Source: an optimization exercise on an open RTL-to-GDS flow (aim: small area, a short achievable clock period and few clock cycles per item). Production flows keep margins and buffers that such runs may drop. Where RTL was checked, it was by simulation tests only, not by an equivalence proof against the original. No activity file was given, so power comes from the tool's default toggle rates.

==> flow/design.v (excerpt) <==
module cnn_layer_par (
  input  logic         clk,
  input  logic         reset,
  input  logic         start,
  input  logic [3:0]   ch_en,
  input  logic         relu_en,
  input  logic         wt_we,
  input  logic [1:0]   wt_ch,
  input  logic [0:0]   wt_w,
  input  logic [3:0]   wt_tap,
  input  logic [15:0]  wt_data,
  input  logic         in_valid,
  output logic         in_ready,
  input  logic [63:0]  in_data,
  output logic [127:0] out_data,
  output logic [3:0]   finished
);
  logic       busy_q;      
  logic [8:0] tap_q;       
  logic [8:0] tapc_q [4];  
  logic       rdy_q;
  logic [3:0] en_q, fin_q;
  logic       relu_q;
  logic       first_q;     
  logic       p1_q;        
  logic       p2_q;        
  logic       clr_q;       
  logic       go, hs;
  assign go = start & ~busy_q;
  assign hs = in_valid & rdy_q & (busy_q | start);
  always_ff @(posedge clk) begin
    if (reset) begin
      busy_q  <= 1'b0;
      tap_q   <= 9'd1;
      rdy_q   <= 1'b1;
      en_q    <= '0;
      relu_q  <= 1'b0;
      fin_q   <= '0;
      first_q <= 1'b0;
      p1_q    <= 1'b0;
      p2_q    <= 1'b0;
      clr_q   <= 1'b1;
      for (int c = 0; c < 4; c++) tapc_q[c] <= 9'd1;
    end else begin
      clr_q   <= p2_q;
      first_q <= hs & tap_q[0];
      p1_q    <= hs & tap_q[8];
      p2_q    <= p1_q;
      if (go) begin
        busy_q <= 1'b1;
        en_q   <= ch_en;
        relu_q <= relu_en;
        fin_q  <= '0;
      end else if (p2_q) begin
        busy_q <= 1'b0;
        fin_q  <= '1;
      end else if (busy_q) begin
        fin_q  <= fin_q | ~en_q;    
      end
      if (p2_q) begin
        tap_q <= 9'd1;
        rdy_q <= 1'b1;
        for (int c = 0; c < 4; c++) tapc_q[c] <= 9'd1;
      end else if (hs) begin
        tap_q <= tap_q << 1;
        rdy_q <= ~tap_q[8];
        for (int c = 0; c < 4; c++) tapc_q[c] <= (busy_q & ~en_q[c]) ? 9'd0 : tapc_q[c] << 1;
      end
    end
  end
  logic [15:0] wt_q [72];
  logic        wv_q;         
  logic        wclr_q;       
  logic [2:0]  wl_q;         
  logic [8:0]  wt1_q;        
  logic [15:0] wd_q;         
  logic        wt_ok;
  assign wt_ok = wt_we & ~busy_q & (wt_tap < 4'd9);
  always_ff @(posedge clk) begin
    wclr_q <= reset;
    wv_q   <= ~reset & wt_ok;
    wl_q   <= {wt_ch, wt_w};
    wd_q   <= wt_data;
    for (int t = 0; t < 9; t++) wt1_q[t] <= (wt_tap == 4'(t));
  end
  ...
==> module cnn_layer_par, before the edit <==
module cnn_layer_par (
  input  logic         clk,
  input  logic         reset,
  input  logic         start,
  input  logic [3:0]   ch_en,
  input  logic         relu_en,
  input  logic         wt_we,
  input  logic [1:0]   wt_ch,
  input  logic [0:0]   wt_w,
  input  logic [3:0]   wt_tap,
  input  logic [15:0]  wt_data,
  input  logic         in_valid,
  output logic         in_ready,
  input  logic [63:0]  in_data,
  output logic [127:0] out_data,
  output logic [3:0]   finished
);
  logic       busy_q;      
  logic [8:0] tap_q;       
  logic [8:0] tapc_q [4];  
  logic       rdy_q;
  logic [3:0] en_q, fin_q;
  logic       relu_q;
  logic       first_q;     
  logic       p1_q;        
  logic       p2_q;        
  logic       clr_q;       
  logic       go, hs;
  assign go = start & ~busy_q;
  assign hs = in_valid & rdy_q & (busy_q | start);
  always_ff @(posedge clk) begin
    if (reset) begin
      busy_q  <= 1'b0;
      tap_q   <= 9'd1;
      rdy_q   <= 1'b1;
      en_q    <= '0;
      relu_q  <= 1'b0;
      fin_q   <= '0;
      first_q <= 1'b0;
      p1_q    <= 1'b0;
      p2_q    <= 1'b0;
      clr_q   <= 1'b1;
      for (int c = 0; c < 4; c++) tapc_q[c] <= 9'd1;
    end else begin
      clr_q   <= p2_q;
      first_q <= hs & tap_q[0];
      p1_q    <= hs & tap_q[8];
      p2_q    <= p1_q;
      if (go) begin
        busy_q <= 1'b1;
        en_q   <= ch_en;
        relu_q <= relu_en;
        fin_q  <= '0;
      end else if (p2_q) begin
        busy_q <= 1'b0;
        fin_q  <= '1;
      end else if (busy_q) begin
        fin_q  <= fin_q | ~en_q;    
      end
      if (p2_q) begin
        tap_q <= 9'd1;
        rdy_q <= 1'b1;
        for (int c = 0; c < 4; c++) tapc_q[c] <= 9'd1;
      end else if (hs) begin
        tap_q <= tap_q << 1;
        rdy_q <= ~tap_q[8];
        for (int c = 0; c < 4; c++) tapc_q[c] <= (busy_q & ~en_q[c]) ? 9'd0 : tapc_q[c] << 1;
      end
    end
  end
  logic [15:0] wt_q [72];
  logic        wv_q;         
  logic        wclr_q;       
  logic [2:0]  wl_q;         
  logic [8:0]  wt1_q;        
  logic [15:0] wd_q;         
  logic        wt_ok;
  assign wt_ok = wt_we & ~busy_q & (wt_tap < 4'd9);
  always_ff @(posedge clk) begin
    wclr_q <= reset;
    wv_q   <= ~reset & wt_ok;
    wl_q   <= {wt_ch, wt_w};
    wd_q   <= wt_data;
    for (int t = 0; t < 9; t++) wt1_q[t] <= (wt_tap == 4'(t));
  end
  for (genvar i = 0; i < 72; i++) begin : g_wt
    localparam int L = i / 9;
    localparam int T = i % 9;
    wire wen = wclr_q | (wv_q && wl_q == 3'(L) && wt1_q[T]);
    always_ff @(posedge clk) begin
      if (wen) wt_q[i] <= wclr_q ? 16'd0 : wd_q;
    end
  end
  logic [7:0]  one_q [4];
  logic [7:0]  two_q [4];
  logic [7:0]  neg_q [4];
  logic [15:0] w_q   [8];
  for (genvar c = 0; c < 4; c++) begin : g_enc
    logic [16:0] xe;
    logic [7:0] one_d, two_d, neg_d;
    assign xe = {in_data[16*c +: 16], 1'b0};
    always_comb begin
      for (int j = 0; j < 8; j++) begin
        one_d[j] = hs & (xe[2*j+1] ^ xe[2*j]);
        two_d[j] = hs & ((xe[2*j+2] & ~xe[2*j+1] & ~xe[2*j]) | (~xe[2*j+2] & xe[2*j+1] & xe[2*j]));
        neg_d[j] = xe[2*j+2];
      end
    end
    always_ff @(posedge clk) begin
      one_q[c] <= one_d;
      two_q[c] <= two_d;
      neg_q[c] <= neg_d;
    end
  end
  for (genvar l = 0; l < 8; l++) begin : g_wsel
    logic [15:0] ws;
    always_comb begin
      ws = '0;
      for (int t = 0; t < 9; t++) begin
        ws = ws | (wt_q[l*9 + t] & {16{tapc_q[l/2][t]}});
      end
    end
    wire hit = wclr_q | (wv_q && wl_q == 3'(l) && |(wt1_q & tapc_q[l/2]));
    always_ff @(posedge clk) w_q[l] <= hit ? (wclr_q ? 16'd0 : wd_q) : ws;
  end
  for (genvar l = 0; l < 8; l++) begin : g_lane
    cnn_mac_lane u_lane (
      .clk   (clk),
      .clr (go),
      .one   (one_q[l/2]),
      .two   (two_q[l/2]),
      .neg   (neg_q[l/2]),
      .w     (w_q[l]),
      .relu  (relu_q),
      .en    (en_q[l/2]),
      .out   (out_data[16*l +: 16])
    );
  end
  assign in_ready = rdy_q;
  assign finished = fin_q;
endmodule
clock: 11.0 ns
lec_check: 0
cap_margin: 20
core_margin: 2
core_utilization: 55
cts_cluster_diameter: 60
cts_cluster_size: 30
slew_margin: 20
standard.sh (not shown) runs the stock make flow with config.mk's settings and CLKGATE_MAP_FILE= SYNTH_SCRIPT=/design/flow/synth_recipe.tcl, a recipe that flattens the netlist after the stock synthesis.
==> flow/flow/run.sh <==
#!/bin/bash
set -euo pipefail
MARGIN=${MARGIN:-7.5}
bash standard.sh SETUP_SLACK_MARGIN=$MARGIN finish > standard_flow.log 2>&1
Rerun with:
--- a/flow/design.v
+++ b/flow/design.v
@@ -586,11 +586,10 @@
   output logic [127:0] out_data,
   output logic [3:0]   finished
 );
   logic       busy_q;      
   logic [8:0] tap_q;       
-  logic [8:0] tapc_q [4];  
   logic       rdy_q;
   logic [3:0] en_q, fin_q;
   logic       relu_q;
   logic       first_q;     
   logic       p1_q;        
@@ -609,11 +608,10 @@
       fin_q   <= '0;
       first_q <= 1'b0;
       p1_q    <= 1'b0;
       p2_q    <= 1'b0;
       clr_q   <= 1'b1;
-      for (int c = 0; c < 4; c++) tapc_q[c] <= 9'd1;
     end else begin
       clr_q   <= p2_q;
       first_q <= hs & tap_q[0];
       p1_q    <= hs & tap_q[8];
       p2_q    <= p1_q;
@@ -623,21 +621,17 @@
         relu_q <= relu_en;
         fin_q  <= '0;
       end else if (p2_q) begin
         busy_q <= 1'b0;
         fin_q  <= '1;
-      end else if (busy_q) begin
-        fin_q  <= fin_q | ~en_q;    
       end
       if (p2_q) begin
         tap_q <= 9'd1;
         rdy_q <= 1'b1;
-        for (int c = 0; c < 4; c++) tapc_q[c] <= 9'd1;
       end else if (hs) begin
         tap_q <= tap_q << 1;
         rdy_q <= ~tap_q[8];
-        for (int c = 0; c < 4; c++) tapc_q[c] <= (busy_q & ~en_q[c]) ? 9'd0 : tapc_q[c] << 1;
       end
     end
   end
   logic [15:0] wt_q [72];
   logic        wv_q;         
@@ -686,14 +680,14 @@
   for (genvar l = 0; l < 8; l++) begin : g_wsel
     logic [15:0] ws;
     always_comb begin
       ws = '0;
       for (int t = 0; t < 9; t++) begin
-        ws = ws | (wt_q[l*9 + t] & {16{tapc_q[l/2][t]}});
+        ws = ws | (wt_q[l*9 + t] & {16{tap_q[t]}});
       end
     end
-    wire hit = wclr_q | (wv_q && wl_q == 3'(l) && |(wt1_q & tapc_q[l/2]));
+    wire hit = wclr_q | (wv_q && wl_q == 3'(l) && |(wt1_q & tap_q));
     always_ff @(posedge clk) w_q[l] <= hit ? (wclr_q ? 16'd0 : wd_q) : ws;
   end
   for (genvar l = 0; l < 8; l++) begin : g_lane
     cnn_mac_lane u_lane (
       .clk   (clk),
The new run completed without violations.
Final area came out lower by 1.7%.
Power came out lower by about 2.8%.
Worst setup slack gains 0.0035 ns.
Core utilization came out higher by 0.23 points.
Area after synthesis came out lower by about 2%.
Clock skew came out higher by 0.0087 ns.
Global-route usage came out higher by 0.35 points.
Worst hold slack loses 0.0068 ns.
Testbench counts after the change, summed over its fixed seeds: cycles 2,816, passes 256.
For the first run of this note, only the layout was checked, not whether the RTL still works.

==> what the ideal ports hide <==
No port has a modelled driver above. Below, the same layouts with a new extraction and two added sets of constraints. Step 1, drivers: a clkbuf_16 drives clk and a buf_2 each remaining input, both assumed. Step 2 times the ports against the registers' clock, not the clock port: input delays grow and output delays shrink by t, the midpoint of the rising clock arrivals with the driver on. a / b / c = ideal ports / drivers / drivers and shift; a / b = the first two.
run | shift t [ns] | setup slack, ns | hold slack, ns | worst register clock-pin slew, ns | worst data-port slew with drivers (ns)
the first run | 0.964 | 7.345 / 7.249 / 6.623 | 0.462 / 0.462 / 0.462 | 0.11 / 0.11 | 0.12
the second run | 0.959 | 7.348 / 7.249 / 6.939 | 0.455 / 0.455 / 0.455 | 0.12 / 0.12 | 0.09
After both steps every run listed still meets setup and hold. The setup slack of the first run, which loses most, moves by -0.096 ns with the drivers and by -0.722 ns with both steps.
